Context: an optimization exercise on an open-source flow, tuned for small area, a short achievable clock period and few clock cycles per item. The choices shown serve that exercise and are no tape-out recipe.
Function was checked by simulation only, so behaviour that the tests miss may differ from the original.
No driver is modelled on the clock port, so clock power and skew are understated where the tree is cut down; a real chip needs a root buffer or a tree.
Power and IR drop assume default switching activity.

Design small_set_membership_table, start of the top module:
module small_set_membership_table #(
  parameter int unsigned CAPACITY   = ssmt_pkg::DEF_CAPACITY,
  parameter int unsigned ELEM_WIDTH = ssmt_pkg::DEF_ELEM_WIDTH
) (
  input  wire logic                          clk_i,
  input  wire logic                          rst_ni,
  input  wire logic                          start_i,
  output logic                               busy_o,
  input  wire logic [ssmt_pkg::OP_W-1:0]     op_i,
  input  wire logic [ssmt_pkg::VALUE_W-1:0]  value_i,
  output logic                               valid_o,
  output logic                               was_member_o,
  output logic [ssmt_pkg::COUNT_W-1:0]       count_o,
  output logic                               empty_res_o,
  output logic                               full_res_o,
  output logic                               rejected_o
);
==> module small_set_membership_table, before the edit <==
module small_set_membership_table #(
  parameter int unsigned CAPACITY   = ssmt_pkg::DEF_CAPACITY,
  parameter int unsigned ELEM_WIDTH = ssmt_pkg::DEF_ELEM_WIDTH
) (
  input  wire logic                          clk_i,
  input  wire logic                          rst_ni,
  input  wire logic                          start_i,
  output logic                               busy_o,
  input  wire logic [ssmt_pkg::OP_W-1:0]     op_i,
  input  wire logic [ssmt_pkg::VALUE_W-1:0]  value_i,
  output logic                               valid_o,
  output logic                               was_member_o,
  output logic [ssmt_pkg::COUNT_W-1:0]       count_o,
  output logic                               empty_res_o,
  output logic                               full_res_o,
  output logic                               rejected_o
);
  localparam int unsigned CNT_W = $clog2(CAPACITY + 1);
  logic                      y_vld_q;
  logic [ssmt_pkg::OP_W-1:0] y_op_q;
  logic [ELEM_WIDTH-1:0]     y_val_q;
  logic [CAPACITY-1:0]       y_raw_q;        
  logic [CAPACITY-1:0]       y_wslot_q;      
  logic                      y_weq_q;        
  logic                      y_same_q;       
  logic                      u_vld_q;
  logic [ssmt_pkg::OP_W-1:0] u_op_q;
  logic [ELEM_WIDTH-1:0]     u_val_q;
  logic [CAPACITY-1:0]       u_match_q, u_match_d;
  logic                      u_pre_q;        
  logic                      u_same_q;       
  logic                      u_post_q;       
  logic                    init_q;
  logic [CAPACITY-1:0]     valid_q, valid_d;
  logic [CNT_W-1:0]        count_q, count_d;
  logic                    full_now;         
  logic [CAPACITY-1:0]     free;             
  logic [CAPACITY-1:0]     raw_match;
  logic                    valid_res_q;
  logic                    was_q, empty_q, full_res_q, rej_q;
  logic [ssmt_pkg::COUNT_W-1:0] cnt_res_q;
  assign busy_o = 1'b0;
  function automatic logic [CAPACITY-1:0] lowest_free(input logic [CAPACITY-1:0] used);
    logic seen;
    seen = 1'b0;
    for (int i = 0; i < CAPACITY; i++) begin
      lowest_free[i] = !used[i] && !seen;
      seen           = seen || !used[i];
    end
  endfunction
  assign free = lowest_free(valid_q);
  for (genvar i = 0; i < CAPACITY; i++) begin : g_cell
    ssmt_cell #(
      .ELEM_WIDTH(ELEM_WIDTH)
    ) u_cell (
      .clk_i  (clk_i),
      .we_i   (free[i]),
      .wdata_i(u_val_q),
      .cmp_i  (ELEM_WIDTH'(value_i)),
      .match_o(raw_match[i])
    );
  end
  always_ff @(posedge clk_i or negedge rst_ni) begin
    if (!rst_ni) begin
      y_vld_q <= 1'b0;
    end else begin
      y_vld_q <= start_i;
    end
  end
  always_ff @(posedge clk_i) begin
    y_op_q    <= op_i;
    y_val_q   <= ELEM_WIDTH'(value_i);
    y_raw_q   <= raw_match;
    y_wslot_q <= free;
    y_weq_q   <= ELEM_WIDTH'(value_i) == u_val_q;
    y_same_q  <= (ELEM_WIDTH'(value_i) == y_val_q) && y_vld_q;
  end
  logic [CAPACITY-1:0] y_match;    
  assign y_match   = (y_wslot_q & {CAPACITY{y_weq_q}}) | (~y_wslot_q & y_raw_q);
  assign u_match_d = (free & {CAPACITY{y_same_q}}) | (~free & y_match);
  always_ff @(posedge clk_i or negedge rst_ni) begin
    if (!rst_ni) begin
      u_vld_q <= 1'b0;
    end else begin
      u_vld_q <= y_vld_q;
    end
  end
  always_ff @(posedge clk_i) begin
    u_op_q    <= y_op_q;
    u_val_q   <= y_val_q;
    u_match_q <= u_match_d;
    u_pre_q   <= |(y_match & valid_q) && !(u_vld_q && (u_op_q == ssmt_pkg::OP_CLEAR));
    u_same_q  <= y_same_q;
  end
  logic [CAPACITY-1:0] hit;
  logic                member;
  logic                is_ins, is_del, is_qry, is_clr;
  logic                rej_d;
  logic                empty_set;
  logic                ins_ok;
  logic                del_ok;
  logic                post_d;
  assign is_ins   = u_vld_q && (u_op_q == ssmt_pkg::OP_INSERT);
  assign is_del   = u_vld_q && (u_op_q == ssmt_pkg::OP_DELETE);
  assign is_qry   = u_vld_q && (u_op_q == ssmt_pkg::OP_QUERY);
  assign is_clr   = u_vld_q && (u_op_q == ssmt_pkg::OP_CLEAR);
  assign empty_set = is_clr || !init_q;
  assign full_now   = count_q[CNT_W-1];
  assign hit      = u_match_q & valid_q;
  assign member   = u_same_q ? u_post_q : u_pre_q;
  assign ins_ok   = is_ins && !full_now && !member;
  assign del_ok   = is_del && member;
  assign rej_d    = is_ins && full_now && !member;
  assign post_d   = (is_ins && !(full_now && !member)) || (is_qry && member);
  logic [CNT_W-1:0]    cnt_inc, cnt_dec;
  logic                empty_d, full_d;
  assign cnt_inc  = count_q + CNT_W'(1);
  assign cnt_dec  = count_q - CNT_W'(1);
  always_comb begin
    valid_d = valid_q;
    count_d = count_q;
    empty_d = count_q == '0;
    full_d  = full_now;
    if (empty_set) begin
      valid_d = '0;
      count_d = '0;
      empty_d = 1'b1;
      full_d  = 1'b0;
    end else if (ins_ok) begin
      valid_d = valid_q | free;
      count_d = cnt_inc;
      empty_d = 1'b0;
      full_d  = count_q == CNT_W'(CAPACITY - 1);
    end else if (del_ok) begin
      valid_d = valid_q & ~hit;
      count_d = cnt_dec;
      empty_d = count_q == CNT_W'(1);
      full_d  = 1'b0;
    end
  end
  always_ff @(posedge clk_i or negedge rst_ni) begin
    if (!rst_ni) begin
      init_q      <= 1'b0;
      valid_res_q <= 1'b0;
    end else begin
      init_q      <= 1'b1;
      valid_res_q <= u_vld_q;
    end
  end
  always_ff @(posedge clk_i) begin
    valid_q <= valid_d;
    count_q <= count_d;
  end
  always_ff @(posedge clk_i) begin
    u_post_q <= post_d;
  end
  always_ff @(posedge clk_i) begin
    was_q      <= member;
    cnt_res_q  <= ssmt_pkg::COUNT_W'(count_d);
    empty_q    <= empty_d;
    full_res_q <= full_d;
    rej_q      <= rej_d;
  end
  assign valid_o      = valid_res_q;
  assign was_member_o = was_q;
  assign count_o      = cnt_res_q;
  assign empty_res_o  = empty_q;
  assign full_res_o   = full_res_q;
  assign rejected_o   = rej_q;
endmodule
export LEC_CHECK = 0
export CAP_MARGIN = 20
export CORE_MARGIN = 2
export CORE_UTILIZATION = 40
export CTS_CLUSTER_DIAMETER = 100
export CTS_CLUSTER_SIZE = 24
export SETUP_SLACK_MARGIN = 2.15
export SLEW_MARGIN = 20
create_clock -name core_clock -period 4.0 [get_ports {clk_i}]
standard.sh (not shown) runs the stock make flow with config.mk's settings and CLKGATE_MAP_FILE= SYNTH_SCRIPT=/design/flow/synth_recipe.tcl, a recipe that flattens the netlist after the stock synthesis.
==> flow/flow/run.sh <==
#!/bin/bash
# The standard layout, with two changes: plain buf_4 cells as the port
# buffers, and a shallow balanced clock tree (flow/mcts.tcl) in place of
# TritonCTS. Synthesis and every other step are the standard ones.
set -euo pipefail
work=$(pwd)
export BUFFER_PORTS_ARGS="-buffer_cell sky130_fd_sc_hd__buf_4"
export PRE_CTS_TCL="$work/flow/mcts.tcl"
bash standard.sh > "$work/standard_flow.log" 2>&1
Other scripts of this flow, unchanged in this note and not shown: flow/flow/mcts.tcl
Testbench counts at the start, summed over its fixed seeds: cycles 32,024, items 32,000.
Next try:
--- a/flow/design.v
+++ b/flow/design.v
@@ -92,9 +92,9 @@
     ssmt_cell #(
       .ELEM_WIDTH(ELEM_WIDTH)
     ) u_cell (
       .clk_i  (clk_i),
-      .we_i   (free[i]),
+      .we_i   (!valid_q[i]),
       .wdata_i(u_val_q),
       .cmp_i  (ELEM_WIDTH'(value_i)),
       .match_o(raw_match[i])
     );
@@ -109,15 +109,15 @@
   always_ff @(posedge clk_i) begin
     y_op_q    <= op_i;
     y_val_q   <= ELEM_WIDTH'(value_i);
     y_raw_q   <= raw_match;
-    y_wslot_q <= free;
+    y_wslot_q <= ~valid_q;
     y_weq_q   <= ELEM_WIDTH'(value_i) == u_val_q;
     y_same_q  <= (ELEM_WIDTH'(value_i) == y_val_q) && y_vld_q;
   end
   logic [CAPACITY-1:0] y_match;    
   assign y_match   = (y_wslot_q & {CAPACITY{y_weq_q}}) | (~y_wslot_q & y_raw_q);
-  assign u_match_d = (free & {CAPACITY{y_same_q}}) | (~free & y_match);
+  assign u_match_d = (~valid_q & {CAPACITY{y_same_q}}) | (valid_q & y_match);
   always_ff @(posedge clk_i or negedge rst_ni) begin
     if (!rst_ni) begin
       u_vld_q <= 1'b0;
     end else begin
Via count drops by a few percent.
Worst setup slack improves by 0.041 ns.
Routed wire length drops by roughly a tenth.
Total power climbs by a few percent.
Sequential power climbs by a few percent.
Register-to-register slack improves by 0.07 ns.
Cell area drops by a few percent.
Clock skew climbs by 0.0052 ns.
Utilization drops by 0.40 points.
Die area drops slightly.
Critical path depth stays the same.
Combinational power climbs by a quarter to a third.
Sequential share of layout area climbs by 1.8 points.
Testbench counts after the change, summed over its fixed seeds: cycles 32,024, items 32,000.
In every run of this note, the design's own scripts or RTL, not TritonCTS, make the clock network.

* * *

small_set_membership_table again, from the RTL that the note above started with.
Settings: LEC_CHECK=0, CAP_MARGIN=20, CORE_MARGIN=2, CORE_UTILIZATION=40, CTS_CLUSTER_DIAMETER=100, CTS_CLUSTER_SIZE=24, SETUP_SLACK_MARGIN=2.15, SLEW_MARGIN=20; clock period 4.0 ns.
run.sh (not shown) runs the stock make flow with config.mk's settings and CLKGATE_MAP_FILE= SYNTH_SCRIPT=/design/flow/synth_recipe.tcl, a recipe that flattens the netlist after the stock synthesis.
Stock flow here: none of the scripts above is used.
The starting point completed with no timing, DRC or antenna violations.
Testbench counts at the start, summed over its fixed seeds: cycles 32,024, items 32,000.
Next try:
--- a/flow/design.v
+++ b/flow/design.v
@@ -52,12 +52,15 @@
   output logic [ssmt_pkg::COUNT_W-1:0]       count_o,
   output logic                               empty_res_o,
   output logic                               full_res_o,
   output logic                               rejected_o
 );
   localparam int unsigned CNT_W = $clog2(CAPACITY + 1);
+  logic                      x_vld_q;
+  logic [ssmt_pkg::OP_W-1:0] x_op_q;
+  logic [ELEM_WIDTH-1:0]     x_val_q;
   logic                      y_vld_q;
   logic [ssmt_pkg::OP_W-1:0] y_op_q;
   logic [ELEM_WIDTH-1:0]     y_val_q;
   logic [CAPACITY-1:0]       y_raw_q;        
   logic [CAPACITY-1:0]       y_wslot_q;      
   logic                      y_weq_q;        
@@ -85,37 +88,48 @@
     for (int i = 0; i < CAPACITY; i++) begin
       lowest_free[i] = !used[i] && !seen;
       seen           = seen || !used[i];
     end
   endfunction
   assign free = lowest_free(valid_q);
+  always_ff @(posedge clk_i or negedge rst_ni) begin
+    if (!rst_ni) begin
+      x_vld_q <= 1'b0;
+    end else begin
+      x_vld_q <= start_i;
+    end
+  end
+  always_ff @(posedge clk_i) begin
+    x_op_q  <= op_i;
+    x_val_q <= ELEM_WIDTH'(value_i);
+  end
   for (genvar i = 0; i < CAPACITY; i++) begin : g_cell
     ssmt_cell #(
       .ELEM_WIDTH(ELEM_WIDTH)
     ) u_cell (
       .clk_i  (clk_i),
       .we_i   (free[i]),
       .wdata_i(u_val_q),
-      .cmp_i  (ELEM_WIDTH'(value_i)),
+      .cmp_i  (x_val_q),
       .match_o(raw_match[i])
     );
   end
   always_ff @(posedge clk_i or negedge rst_ni) begin
     if (!rst_ni) begin
       y_vld_q <= 1'b0;
     end else begin
-      y_vld_q <= start_i;
-    end
-  end
-  always_ff @(posedge clk_i) begin
-    y_op_q    <= op_i;
-    y_val_q   <= ELEM_WIDTH'(value_i);
+      y_vld_q <= x_vld_q;
+    end
+  end
+  always_ff @(posedge clk_i) begin
+    y_op_q    <= x_op_q;
+    y_val_q   <= x_val_q;
     y_raw_q   <= raw_match;
     y_wslot_q <= free;
-    y_weq_q   <= ELEM_WIDTH'(value_i) == u_val_q;
-    y_same_q  <= (ELEM_WIDTH'(value_i) == y_val_q) && y_vld_q;
+    y_weq_q   <= x_val_q == u_val_q;
+    y_same_q  <= (x_val_q == y_val_q) && y_vld_q;
   end
   logic [CAPACITY-1:0] y_match;    
   assign y_match   = (y_wslot_q & {CAPACITY{y_weq_q}}) | (~y_wslot_q & y_raw_q);
   assign u_match_d = (free & {CAPACITY{y_same_q}}) | (~free & y_match);
   always_ff @(posedge clk_i or negedge rst_ni) begin
     if (!rst_ni) begin
- synthesized area climbs by 2.6%
- total power came out higher by 4.4%
- global-route usage came out higher by 0.27 points
- wire length goes up by about 2.6%
- flip-flop and latch count came out higher by 19
- synthesized cell count climbs by 1.9%
- cell count increases by about 2.8%
- maximum frequency decreases by 1.3%
- die area climbs by 2.6%
- utilization goes down by 0.83 points
- cell area came out higher by 0.82%
- non-clock buffer count is lower by 22
- clock skew came out higher by 11 ps
- sequential power grows by 6.2%
Testbench counts after the change, summed over its fixed seeds: cycles 32,032, items 32,000.

## static timing again, ports no longer ideal
In the flow no input, the clock included, has a driving cell. The finished layouts below were timed again as built, in two steps. Step 1: set_driving_cell puts a clkbuf_16 on clk_i and a buf_2 on each other input, an assumption about the parent block. Step 2 also shifts input and output timing later by t, the mid clock arrival at the registers, as if the neighbouring blocks saw the same clock. Three values: no drivers, after step 1, after step 2; two values: the first two.
run	t (ns)	slack for setup (ns)	worst setup path after step 2
the first run of note 1	0.404	2.167 / 2.156 / 1.961	input to register
the second run of note 1	0.406	2.208 / 2.182 / 1.836	input to register
the first run of note 2	0.577	2.174 / 2.124 / 1.643	input to register
the second run of note 2	0.583	2.150 / 2.098 / 2.204	register to register
After both steps every run listed still meets setup and hold. For the first run of note 2, which loses most, drivers alone change the setup slack by -0.050 ns; drivers and shift together by -0.531 ns.
